What follows belongs to an exercise in optimizing a design on an open flow for small area, a short achievable clock period and few clock cycles; a production flow would make more cautious choices.
Where RTL was checked, it was by simulation tests only, not by an equivalence proof against the original.
Only the layout flow was run in run 1; the RTL was not checked for function there.
Power and IR drop assume default switching activity.

**flow/design.v**
```verilog
`timescale 1ns/10ps
`default_nettype none
module core_top
(
  input  logic        clk,
  input  logic        rst,
  output logic [31:0] mem_if_addr,
  output logic        mem_if_req,
  input  logic [31:0] mem_if_rdata,
  input  logic        mem_if_ack,
  output logic [31:0] mem_data_addr,
  output logic [15:0] mem_data_wdata,
  output logic        mem_data_we,
  output logic        mem_data_req,
  input  logic [15:0] mem_data_rdata,
  input  logic        mem_data_ack,
  output logic        halted,
  output logic [31:0] current_pc
);
  localparam logic [2:0] C_NOP = 3'd0, C_ALU = 3'd1, C_MOVI = 3'd2, C_LD = 3'd3,
                         C_ST = 3'd4, C_BR = 3'd5, C_HLT = 3'd6;
  logic [31:0] fa;         
  logic        freq;       
  logic        fstop;      
  logic        z_q, v_q;
  logic [15:0] rf [16];
  logic        iv;         
  logic [2:0]  icls;
  logic [2:0]  isub;
  logic [3:0]  ird;
  logic [3:0]  irs1;
  logic [15:0] iimm;
  logic        iav;        
  logic [15:0] opa;
  logic        dreq, dwe;
  logic [15:0] daddr, dwdata;
  logic [3:0]  ldrd;
  logic        halted_q;
  function automatic logic [5:0] decode(input logic [7:0] op);
    logic [2:0] c, s;
    c = C_NOP;
    s = 3'd0;
    case (op)
      8'h01: begin c = C_ALU; s = 3'd0; end
      8'h02: begin c = C_ALU; s = 3'd1; end
      8'h03: begin c = C_ALU; s = 3'd2; end
      8'h04: begin c = C_ALU; s = 3'd3; end
      8'h05: begin c = C_ALU; s = 3'd4; end
      8'h10: c = C_MOVI;
      8'h20: c = C_LD;
      8'h21: c = C_ST;
      8'h30: begin c = C_BR; s = 3'd0; end
      8'h31: begin c = C_BR; s = 3'd1; end
      8'h32: begin c = C_BR; s = 3'd2; end
      8'h33: begin c = C_BR; s = 3'd3; end
      8'hff: c = C_HLT;
      default: ;
    endcase
    decode = {c, s};
  endfunction
  function automatic logic taken(input logic [1:0] s, input logic z, input logic v);
    case (s)
      2'd0: taken = z;
      2'd1: taken = !z;
      2'd2: taken = v;
      default: taken = 1'b1;
    endcase
  endfunction
  logic        ack;
  logic [31:0] nw;
  logic [2:0]  ncls, nsub;
  logic [3:0]  nsrc;
  assign ack = freq && mem_if_ack;
  assign nw  = mem_if_rdata;
  assign {ncls, nsub} = decode(nw[31:24]);
  assign nsrc = (ncls == C_ST) ? nw[23:20] : nw[19:16];
  logic ldp, ldw, dfree;
  assign ldp   = dreq && !dwe;               
  assign ldw   = ldp && mem_data_ack;        
  assign dfree = !dreq || mem_data_ack;      
  logic        pre;        
  logic [3:0]  ridx;
  logic [15:0] rval;
  logic        rhaz, ahaz;
  logic [15:0] rfwd;
  logic [3:0]  isrc1;
  logic        ineed_a;
  assign isrc1   = (icls == C_ST) ? ird : irs1;
  assign ineed_a = (icls == C_ALU) || (icls == C_ST);
  assign pre     = ack && !iv;
  assign ridx    = !iv ? nsrc : (iav ? iimm[15:12] : isrc1);
  assign rval    = rf[ridx];
  assign rhaz    = ldp && (ldrd == ridx);
  assign rfwd    = (ldw && ldrd == ridx) ? mem_data_rdata : rval;
  assign ahaz    = rhaz && !mem_data_ack;
  logic [15:0] b_in, sum, alu_res;
  logic        is_sub, v_res;
  assign is_sub = (isub == 3'd1);
  assign b_in   = is_sub ? ~rval : rval;
  assign sum    = opa + b_in + {15'd0, is_sub};
  assign v_res  = (opa[15] == b_in[15]) && (sum[15] != opa[15]) && (isub[2:1] == 2'b00);
  always_comb begin
    case (isub)
      3'd2:    alu_res = opa & rval;
      3'd3:    alu_res = opa | rval;
      3'd4:    alu_res = opa ^ rval;
      default: alu_res = sum;
    endcase
  end
  logic waw, ex_alu, ex_movi, ex_ld, ex_st, ex_br, ex_hlt, idone, ifree;
  assign waw     = ldp && (ldrd == ird);
  assign ex_alu  = iv && (icls == C_ALU) && iav && !rhaz && !waw && !ldw;
  assign ex_movi = iv && (icls == C_MOVI) && !waw && !ldw;
  assign ex_ld   = iv && (icls == C_LD) && dfree;
  assign ex_st   = iv && (icls == C_ST) && iav && dfree;
  assign ex_br   = iv && (icls == C_BR);
  assign ex_hlt  = iv && (icls == C_HLT) && dfree;
  assign idone   = ex_alu || ex_movi || ex_ld || ex_st || ex_br || (iv && (icls == C_NOP));
  assign ifree   = !iv || idone;
  logic nbr_now, nmem_now, nhlt_now, nenter, nreplay, ntaken;
  assign ntaken   = taken(nsub[1:0], z_q, v_q);
  assign nbr_now  = (ncls == C_BR) && (!iv || nsub[1:0] == 2'd3);
  assign nmem_now = !iv && dfree && ((ncls == C_LD) || (ncls == C_ST && !ahaz));
  assign nhlt_now = !iv && dfree && (ncls == C_HLT);
  assign nenter   = ack && (ncls != C_NOP) && !nbr_now && !nmem_now && !nhlt_now;
  assign nreplay  = nenter && !ifree;
  logic fstop_n;
  always_comb begin
    fstop_n = fstop;
    if (nenter && !nreplay && (ncls == C_BR || ncls == C_HLT)) fstop_n = 1'b1;
    if (ack && nhlt_now) fstop_n = 1'b1;
    if (ex_br) fstop_n = 1'b0;
  end
  always_ff @(posedge clk) begin
    if (rst) begin
      fa       <= 32'h0;
      freq     <= 1'b1;
      fstop    <= 1'b0;
      iv       <= 1'b0;
      dreq     <= 1'b0;
      z_q      <= 1'b0;
      v_q      <= 1'b0;
      halted_q <= 1'b0;
    end else begin
      fstop <= fstop_n;
      if (ack) begin
        if (nbr_now) fa <= ntaken ? {16'h0, nw[15:0]} : fa + 32'd4;
        else if (ncls != C_BR && ncls != C_HLT && !nreplay) fa <= fa + 32'd4;
      end else if (ex_br) begin
        fa <= taken(isub[1:0], z_q, v_q) ? {16'h0, iimm} : fa + 32'd4;
      end
      if (freq && !mem_if_ack) freq <= 1'b1;
      else freq <= !fstop_n;
      if (iv && !iav && ineed_a && !ahaz) begin
        iav <= 1'b1;
        opa <= rfwd;
      end
      if (idone) iv <= 1'b0;
      if (nenter && !nreplay) begin
        iv   <= 1'b1;
        icls <= ncls;
        isub <= nsub;
        ird  <= nw[23:20];
        irs1 <= nw[19:16];
        iimm <= nw[15:0];
        iav  <= pre && !ahaz;
        opa  <= rfwd;
      end
      if (ex_alu) begin
        z_q <= (alu_res == 16'h0);
        v_q <= v_res;
      end
      if (dreq && mem_data_ack) dreq <= 1'b0;
      if (ack && nmem_now) begin
        dreq   <= 1'b1;
        dwe    <= (ncls == C_ST);
        daddr  <= nw[15:0];
        dwdata <= rfwd;
        ldrd   <= nw[23:20];
      end else if (ex_ld || ex_st) begin
        dreq   <= 1'b1;
        dwe    <= ex_st;
        daddr  <= iimm;
        dwdata <= opa;
        ldrd   <= ird;
      end
      if (ex_hlt || (ack && nhlt_now)) halted_q <= 1'b1;
    end
  end
  always_ff @(posedge clk) begin
    if (ldw) rf[ldrd] <= mem_data_rdata;
    else if (ex_alu) rf[ird] <= alu_res;
    else if (ex_movi) rf[ird] <= iimm;
  end
  assign mem_if_addr    = fa;
  assign mem_if_req     = freq;
  assign mem_data_addr  = {16'h0, daddr};
  assign mem_data_wdata = dwdata;
  assign mem_data_we    = dwe;
  assign mem_data_req   = dreq;
  assign halted         = halted_q;
  assign current_pc     = fa;
endmodule
`default_nettype wire
```
**flow/run.sh**
```bash
#!/bin/bash
# synth_recipe.tcl (not shown) runs the flow's synth.tcl, then flattens the netlist and writes it again
# the make line also repeats each setting of config.mk as NAME=value (left out here)
make -C /OpenROAD-flow-scripts/flow DESIGN_CONFIG=/design/flow/config.mk WORK_HOME=/design/flow/orfs CLKGATE_MAP_FILE= SYNTH_SCRIPT=/design/flow/synth_recipe.tcl finish
```
**flow/config.mk**
```make
export PLATFORM = sky130hd
export DESIGN_NAME = core_top
export DESIGN_NICKNAME = core_top
export VERILOG_FILES = /design/flow/design.v
export SDC_FILE = /design/flow/constraint.sdc
export NUM_CORES = 4
export LEC_CHECK = 0
export CAP_MARGIN = 20
export CORE_MARGIN = 2
export CORE_UTILIZATION = 40
export PLACE_DENSITY = 0.6
export SLEW_MARGIN = 20
```
**flow/constraint.sdc**
```tcl
create_clock -name core_clock -period 5.5 [get_ports {clk}]
set_input_delay 1.1000 -clock core_clock [delete_from_list [all_inputs] [get_ports {clk}]]
set_output_delay 1.1000 -clock core_clock [all_outputs]
set_load 0.01 [all_outputs]
```
==> impl_metrics.yaml, run 1 <==
run_status:
  status: "complete, but fails checks"
  so_faults: "setup timing"
critical_path:
  cpMostUsedCell: "buf_12"
  worst-path-buf-inv: 9
  cpMaxStageDelayCell: "ha_1"
  worstPathArrival_ns: 6.04
  cpPeakStageDelay_ns: 0.35
  crit_start: "mem_if_rdata[26]"
  end_kind: "flip-flop"
  critical-path-top-delay-family: "compound AO/OA/AOI/OAI gates"
  path_class: "primary input to flip-flop"
  cp-start-kind: "primary input"
  r2r-start: "icls[1]"
  crit_required_ns: 5.81
  cp_max_fo: 8
synth:
  synth_ff_type: "edfxtp_1"
  syn_area_um2: 18800
  netlist.area_leader.share_pct: 54.3
  syn_inst: 1646
  synth_area_leader_cell: "edfxtp_1"
  yosysSeqAreaShare_pct: 58.4
  ys_ff_latch: 379
  synth_cell_types: 74
  synth_edf_count: 340
  postSynthAreaPerCell_um2: 11.4
  synth_warnings: 1
  synth_top_cells_by_area: "edfxtp_1 (54%), nand2_1 (5.8%), dfxtp_1 (4.1%), mux2_2 (4.1%), ha_1 (3.3%)"
  synthArstFlopShare_pct: 0
hold_path:
  worstHoldPathType: "flip-flop to flip-flop"
  hp-start: "freq"
place:
  portBuffers: 151
  dp_hpwl_um: 37600
  dp_cells: 2514
  gp_congestion: 0.829
run:
  cap_violations: 0
route:
  vias: 14641
  drtAntennaViolNets: 0
  wire_per_inst_um: 21.7
  drcViolationCount: 0
  wl_um: 57700
  vias_per_cell: 5.50
  drtIter0Drc: 1276
  dr.pass1.iters: 5
global_routing:
  grt_pass1_vias: 14575
  track_usage_pct: 23.1
  grt_overflow_total: 0
  grt_pass1_wl_um: 87100
  antenna_found_initial: 1
  grt_max_degree: 36
floorplan:
  pin_count: 168
  die_h_um: 221
  fp-row-count: 79
  coreArea_um2: 46500
  initial_utilization_pct: 40.5
  fp.dieW_um: 221
  die_area_um2: 48800
cells_and_area:
  syn2layout_area_growth_pct: 33.9
  layout.cells.most_common: "edfxtp_1"
  fin_cells: 2663
  nNetsFinal: 2125
  most-common-layout-cells: "edfxtp_1 (340), nand2_1 (284), buf_4 (240)"
  finalCoreUtilization_pct: 54.2
  diodes: 0
  drive_above_1_share_pct: 26.3
timing:
  hold_viol: 0
  fin_crit_sh_pct: 104
  worst_pin_slew_ns: 0.958
  fmax_mhz: 175
  slew_violations: 0
  setup_slack_ns: -0.227
  max_slew_margin_pct: 36.2
  report.final.setup_viol: 50
  period_minus_slack_ns: 5.73
  finClkSkew_ns: 0.0273
  grt_setup_unrepaired: "yes"
  setup-tns-final_ns: -6.04
cts:
  cts.sinks: 379
  path_clk_slew_ns: 0.06
  cts_buffer_depth: 3
  htreeDepth: 2
  cts_tree: "built"
  clk_latency_ns: 0.58
  cts_hold_buf: 0
  numCtsBuffers: 43
  cts-root-buf: "clkbuf_16"
power:
  ir_drop_mv: 0.189
  p_leak_nw: 9.36
  power_density_nw_per_um2: 273
-- tightest hold or removal path: stages (launching register included) --
cell and delay [ns]:
dfxtp_1 0.33, inv_1 0.05, o21ai_0 0.06
-- per-stage QoR --
stage          setup WS (ns)  instance area (um2)  hold slack, ns  total power (W)
3_5_place_dp           -1.41                22700           0.484          0.00404
6_report              -0.227                25200           0.497          0.00688
2_1_floorplan         -0.358                19000           0.483          0.00367
5_1_grt               -0.467                25200           0.539          0.00711
3_3_place_gp           -1.38                22700           0.469          0.00403
4_1_cts              -0.0230                24800           0.500          0.00687
-- cells by family after synthesis --
logic type      synth area share, %
flops                          58.4
other cells                  0.0199
fa+ha+maj                      3.36
compound gates                 9.31
simple gates                   14.5
xor+xnor                       2.93
buf+inv                        5.01
mux                            6.43
-- final timing paths --
| path | to | cells past startpoint | slack, ns |
|---|---|---|---|
| worst min-delay path | freq | 2 | 0.50 |
| worst max register to register | rf[1][14] | 23 | 0.02 |
| worst min register to register | freq | 2 | 0.50 |
| worst max-delay path | rf[1][14] | 30 | -0.23 |
-- timing repair --
item,CTS,global route
pin swaps,37,21
gates resized for setup,80,51
setup endpoints to repair,178,148
gates cloned,5,1
setup buffers,61,8
-- area by class of cell --
class	count	area (um2)
fill	3951	21300
sequential	379	11000
multi-input combinational	1087	7550
timing repair buffer	452	4340
clock buffer	51	1110
tap	607	759
inverter	60	225
clock inverter	27	221
-- layer usage --
layer	track usage, %	vias up	part of all wire (%)
met5	0	-	0
met3	3.74	120	6.4
met1	31.4	7259	43
li1	-	6741	-
met2	37.0	521	47
met4	9.53	0	3.8
-- flip-flops by register name, indices dropped and copies added, names as in the netlist, 3 cells and up --
name / flops
daddr: 16
opa: 16
rf: 256
irs1: 4
isub: 3
fa: 32
dwdata: 16
ird: 4
icls: 3
iimm: 16
ldrd: 4
-- Yosys cell counts (20+ instances only) --
cell	n
a211oi_1	23
nand2_1	290
nor3_1	20
xnor2_1	52
a311oi_1	28
o21ai_0	42
edfxtp_1	340
nand3_1	73
dfxtp_1	39
buf_4	48
nor2_1	106
clkbuf_1	71
a31oi_1	37
a21oi_1	34
ha_1	49
mux2_2	68
inv_1	60
and3_1	38
mux2i_1	28
-- where the power goes --
part,leakage [nW],internal [W],total (W),switching [W]
Clock,0.648,0.00158,0.00276,0.00117
Combinational,5.32,0.000481,0.000962,0.000481
Sequential,3.39,0.00314,0.00316,0.0000156
==> run 2, diff against run 1 <==
--- a/flow/design.v
+++ b/flow/design.v
@@ -34,2 +34,4 @@
   logic [15:0] opa;
+  logic        fv;         
+  logic [31:0] fw;
   logic        dreq, dwe;
@@ -73,3 +75,3 @@
   assign ack = freq && mem_if_ack;
-  assign nw  = mem_if_rdata;
+  assign nw  = ack ? mem_if_rdata : fw;
   assign {ncls, nsub} = decode(nw[31:24]);
@@ -90,3 +92,3 @@
   assign pre     = ack && !iv;
-  assign ridx    = !iv ? nsrc : (iav ? iimm[15:12] : isrc1);
+  assign ridx    = pre ? nsrc : (iav ? iimm[15:12] : isrc1);
   assign rval    = rf[ridx];
@@ -119,14 +121,13 @@
   assign ifree   = !iv || idone;
-  logic nbr_now, nmem_now, nhlt_now, nenter, nreplay, ntaken;
-  assign ntaken   = taken(nsub[1:0], z_q, v_q);
-  assign nbr_now  = (ncls == C_BR) && (!iv || nsub[1:0] == 2'd3);
-  assign nmem_now = !iv && dfree && ((ncls == C_LD) || (ncls == C_ST && !ahaz));
-  assign nhlt_now = !iv && dfree && (ncls == C_HLT);
-  assign nenter   = ack && (ncls != C_NOP) && !nbr_now && !nmem_now && !nhlt_now;
-  assign nreplay  = nenter && !ifree;
-  logic fstop_n;
+  logic nbr_now, nenter, ntaken;
+  assign ntaken  = taken(nsub[1:0], z_q, v_q);
+  assign nbr_now = ack && (ncls == C_BR) && (!iv || nsub[1:0] == 2'd3);
+  assign nenter  = (ack && (ncls != C_NOP) && !nbr_now) || (!ack && fv);
+  logic fv_n, fstop_n;
   always_comb begin
+    fv_n = fv;
+    if (ack && nenter && !ifree) fv_n = 1'b1;
+    else if (!ack && fv && ifree) fv_n = 1'b0;
     fstop_n = fstop;
-    if (nenter && !nreplay && (ncls == C_BR || ncls == C_HLT)) fstop_n = 1'b1;
-    if (ack && nhlt_now) fstop_n = 1'b1;
+    if (ack && nenter && (ncls == C_BR || ncls == C_HLT)) fstop_n = 1'b1;
     if (ex_br) fstop_n = 1'b0;
@@ -138,2 +139,3 @@
       fstop    <= 1'b0;
+      fv       <= 1'b0;
       iv       <= 1'b0;
@@ -144,2 +146,3 @@
     end else begin
+      fv    <= fv_n;
       fstop <= fstop_n;
@@ -147,3 +150,3 @@
         if (nbr_now) fa <= ntaken ? {16'h0, nw[15:0]} : fa + 32'd4;
-        else if (ncls != C_BR && ncls != C_HLT && !nreplay) fa <= fa + 32'd4;
+        else if (ncls != C_BR && ncls != C_HLT) fa <= fa + 32'd4;
       end else if (ex_br) begin
@@ -152,3 +155,3 @@
       if (freq && !mem_if_ack) freq <= 1'b1;
-      else freq <= !fstop_n;
+      else freq <= !fstop_n && !fv_n;
       if (iv && !iav && ineed_a && !ahaz) begin
@@ -158,3 +161,3 @@
       if (idone) iv <= 1'b0;
-      if (nenter && !nreplay) begin
+      if (nenter && ifree) begin
         iv   <= 1'b1;
@@ -168,2 +171,3 @@
       end
+      if (ack && nenter && !ifree) fw <= mem_if_rdata;
       if (ex_alu) begin
@@ -173,9 +177,3 @@
       if (dreq && mem_data_ack) dreq <= 1'b0;
-      if (ack && nmem_now) begin
-        dreq   <= 1'b1;
-        dwe    <= (ncls == C_ST);
-        daddr  <= nw[15:0];
-        dwdata <= rfwd;
-        ldrd   <= nw[23:20];
-      end else if (ex_ld || ex_st) begin
+      if (ex_ld || ex_st) begin
         dreq   <= 1'b1;
@@ -186,3 +184,3 @@
       end
-      if (ex_hlt || (ack && nhlt_now)) halted_q <= 1'b1;
+      if (ex_hlt) halted_q <= 1'b1;
     end
==> impl_metrics.yaml, run 2 <==
run_status:
  status: "complete, but fails checks"
  so_faults: "setup timing"
global_routing:
  track_usage_pct: 24.2
  grt_overflow_total: 0
  antenna_found_initial: 0
  grt_max_degree: 39
  grt_pass1_vias: 16077
  grt_pass1_wl_um: 97000
timing:
  finClkSkew_ns: 0.0276
  fin_crit_sh_pct: 103
  fmax_mhz: 177
  slew_violations: 0
  max_slew_margin_pct: 28.1
  hold-worst-slack_ns: 0.505
  period_minus_slack_ns: 5.66
  report.final.setup_viol: 81
  setup-tns-final_ns: -5.91
  hold_viol: 0
  grt_setup_unrepaired: "yes"
  setup_slack_ns: -0.157
  worst_pin_slew_ns: 1.08
synth:
  synth_xor_area_share_pct: 2.55
  muxShareOfSynthArea_pct: 3.18
  synth_ff_type: "edfxtp_1"
  synth_fa_ha_area_share_pct: 3.13
  postSynthAreaPerCell_um2: 11.1
  yosysMostFrequentCell: "nand2_1"
  synth_commonest_cells: "nand2_1 (379), edfxtp_1 (372), nor2_1 (122)"
  synth_cell_types: 90
  yosysSeqAreaShare_pct: 59.1
  netlist.area_leader.share_pct: 55.2
  synth_edf_count: 372
  synth_compound_area_share_pct: 9.86
  syn_inst: 1825
  synth_top_family_by_area: "simple AND/OR/NAND/NOR gates"
  ys_ff_latch: 412
  synth_area_leader_cell: "edfxtp_1"
  synthArstFlopShare_pct: 0
  synth_top_cells_by_area: "edfxtp_1 (55%), nand2_1 (7.0%), dfxtp_1 (4.0%), ha_1 (3.0%), nand3_1 (2.8%)"
  synth_warnings: 1
  synthSimpleGateAreaFrac_pct: 17.4
  syn_area_um2: 20200
route:
  dr.pass1.iters: 5
  wl_um: 64000
  wire_per_inst_um: 21.5
  vias: 16211
  vias_per_cell: 5.46
  drcViolationCount: 0
  drtAntennaViolNets: 0
  drtIter0Drc: 1555
power:
  p_leak_nw: 10.6
  power_density_nw_per_um2: 280
  ir_drop_mv: 0.238
cts:
  cts-root-buf: "clkbuf_16"
  cts_buffer_depth: 3
  cts_tree: "built"
  numCtsBuffers: 45
  clk_latency_ns: 0.59
  htreeDepth: 2
  cts.sinks: 412
  path_clk_slew_ns: 0.06
critical_path:
  cp_max_fo: 7
  path_class: "primary input to flip-flop"
  cp-start-kind: "primary input"
  reg2reg_slack_ns: 0.08
  cpMaxStageDelayCell: "a2111oi_4"
  crit_required_ns: 5.98
  worstReg2RegEnd: "z_q"
  end_kind: "flip-flop"
  r2r-start: "fw[26]"
  reg2reg_depth: 26
  cpPeakStageDelay_ns: 0.43
  worstPathArrival_ns: 6.13
cells_and_area:
  largest-register: "rf"
  syn2layout_area_growth_pct: 37.3
  fillers: 4250
  largestRegisters: "rf (256), fa (32), fw (32)"
  multi_input_area_um2: 8160
  diodes: 0
  regArea_um2: 12000
  largest_reg_flops: 256
  drive_above_1_share_pct: 26.3
  most-common-layout-cells: "nand2_1 (372), edfxtp_1 (372), buf_4 (285)"
  nNetsFinal: 2366
  finalCoreUtilization_pct: 55.5
hold_path:
  hold_depth: 2
  hp-start: "fstop"
  worstHoldPathType: "flip-flop to flip-flop"
  worstHoldEndpoint: "fstop"
place:
  post-place-ws_ns: -1.51
  dp_hpwl_um: 42200
  portBuffers: 151
  gp_congestion: 0.890
floorplan:
  fp-row-count: 82
  die_area_um2: 52400
  pin_count: 168
  fp.dieW_um: 229
  die_h_um: 229
  initial_utilization_pct: 40.4
  coreArea_um2: 50100
run:
  cap_violations: 0
==> run 2: changes by cell type after synthesis, sizes merged, moves of 18 or more <==
| cell | delta |
|---|---|
| edfxtp | +32 |
| nand2 | +90 |
| mux2 | -45 |
| nand3 | +40 |
| buf | +18 |
| a21oi | +20 |
==> run 2: worst max-delay path by stage <==
stage                           from  cells after the start   endpoint  slack, ns
after floorplan           mem_if_ack                     24  rf[0][15]      -0.22
after global placement    mem_if_ack                     23  rf[5][15]      -1.40
after detailed placement  mem_if_ack                     23  rf[5][15]      -1.51
after CTS                 mem_if_ack                     27  rf[7][15]      -0.04
after global routing      mem_if_ack                     28        z_q      -0.40
final                     mem_if_ack                     29        z_q      -0.16
==> run 2: report_power, final <==
part / internal, W / leakage, nW / total, W / switching [W]
Clock: 0.00184 / 0.730 / 0.00312 / 0.00128
Combinational: 0.000624 / 6.20 / 0.00124 / 0.000620
Sequential: 0.00341 / 3.68 / 0.00343 / 0.0000119
Total: 0.00587 / 10.6 / 0.00779 / 0.00191
==> run 2: per-layer routing <==
| metal | up-vias | track usage [%] | part of all wire [%] |
|---|---|---|---|
| met5 | - | 0 | 0 |
| met2 | 638 | 37.8 | 46 |
| met3 | 120 | 3.57 | 6.9 |
| met1 | 7971 | 34.2 | 44 |
| met4 | 0 | 9.15 | 3.6 |
| li1 | 7482 | - | - |
==> run 2: logic make-up (layout without fill, tap and decap cells) <==
family | count (synthesis) | after routing
DFF | 412 | 412
and+or+nand+nor | 773 | 774
AOI/OAI and AO/OA | 276 | 277
other | 1 | 16
adders and majority gates | 50 | 50
muxes | 61 | 61
xor gates and xnor gates | 59 | 59
buffers and inverters | 193 | 650
==> run 2: area by class of cell <==
type,count,share of cell area [%]
inverters,53,0.716
clock buffers,50,4.12
multi-input cells,1237,29.4
repair buffers,515,18.4
clock inverters,32,1.28
flip-flops and latches,412,43.1
well taps,672,3.02
==> run 2: what timing repair did <==
action,CTS,global route
setup buffers,80,11
hold endpoints to repair,0,0
hold buffers,0,0
gates cloned,10,2
pin swaps,61,21
endpoints found under the setup margin,210,194
resized for setup,130,49
==> run 2: per-stage QoR <==
| step | power [W] | instance area [um2] | std cells |
|---|---|---|---|
| finish | 0.00779 | 27800 | 2971 |
| global route | 0.00805 | 27800 | 2971 |
| CTS | 0.00778 | 27500 | 2961 |
| detailed placement | 0.00449 | 24600 | 2792 |
| global placement | 0.00448 | 24600 | 2792 |
| floorplan | 0.00403 | 20600 | 1840 |
==> run 2: worst max-delay path: cells and delay by family <==
family          cells  cell delay [ns]
fa+ha+maj           1             0.39
compound gates     10             2.13
simple gates        8             1.20
xor+xnor            1             0.10
buf+inv             9             1.19
Testbench counts of run 2, summed over its fixed seeds: cycles 110,678.

-- afterwards: timing with drivers on the ports --
The flow's constraints put no driver on any port. The routed layouts listed below were extracted and timed again, unchanged, in two steps.
Step 1 assumes that a clkbuf_16 drives the clock port and a buf_2 every other input.
Step 2 also shifts input and output timing later by t, the mid clock arrival at the registers, as if the neighbouring blocks saw the same clock.
Slacks: ideal / step 1 / step 2; pairs: ideal / step 1.
run	shift t [ns]	slack for setup (ns)	clock arrival spread, ns	cell pins on the clock port's net
run 1	0.631	-0.227 / -0.200 / -0.831	0.028 / 0.027	1
run 2	0.642	-0.157 / -0.133 / -0.775	0.028 / 0.028	1
The setup slack of run 2, which loses most, moves by +0.024 ns with the drivers and by -0.618 ns with both steps.
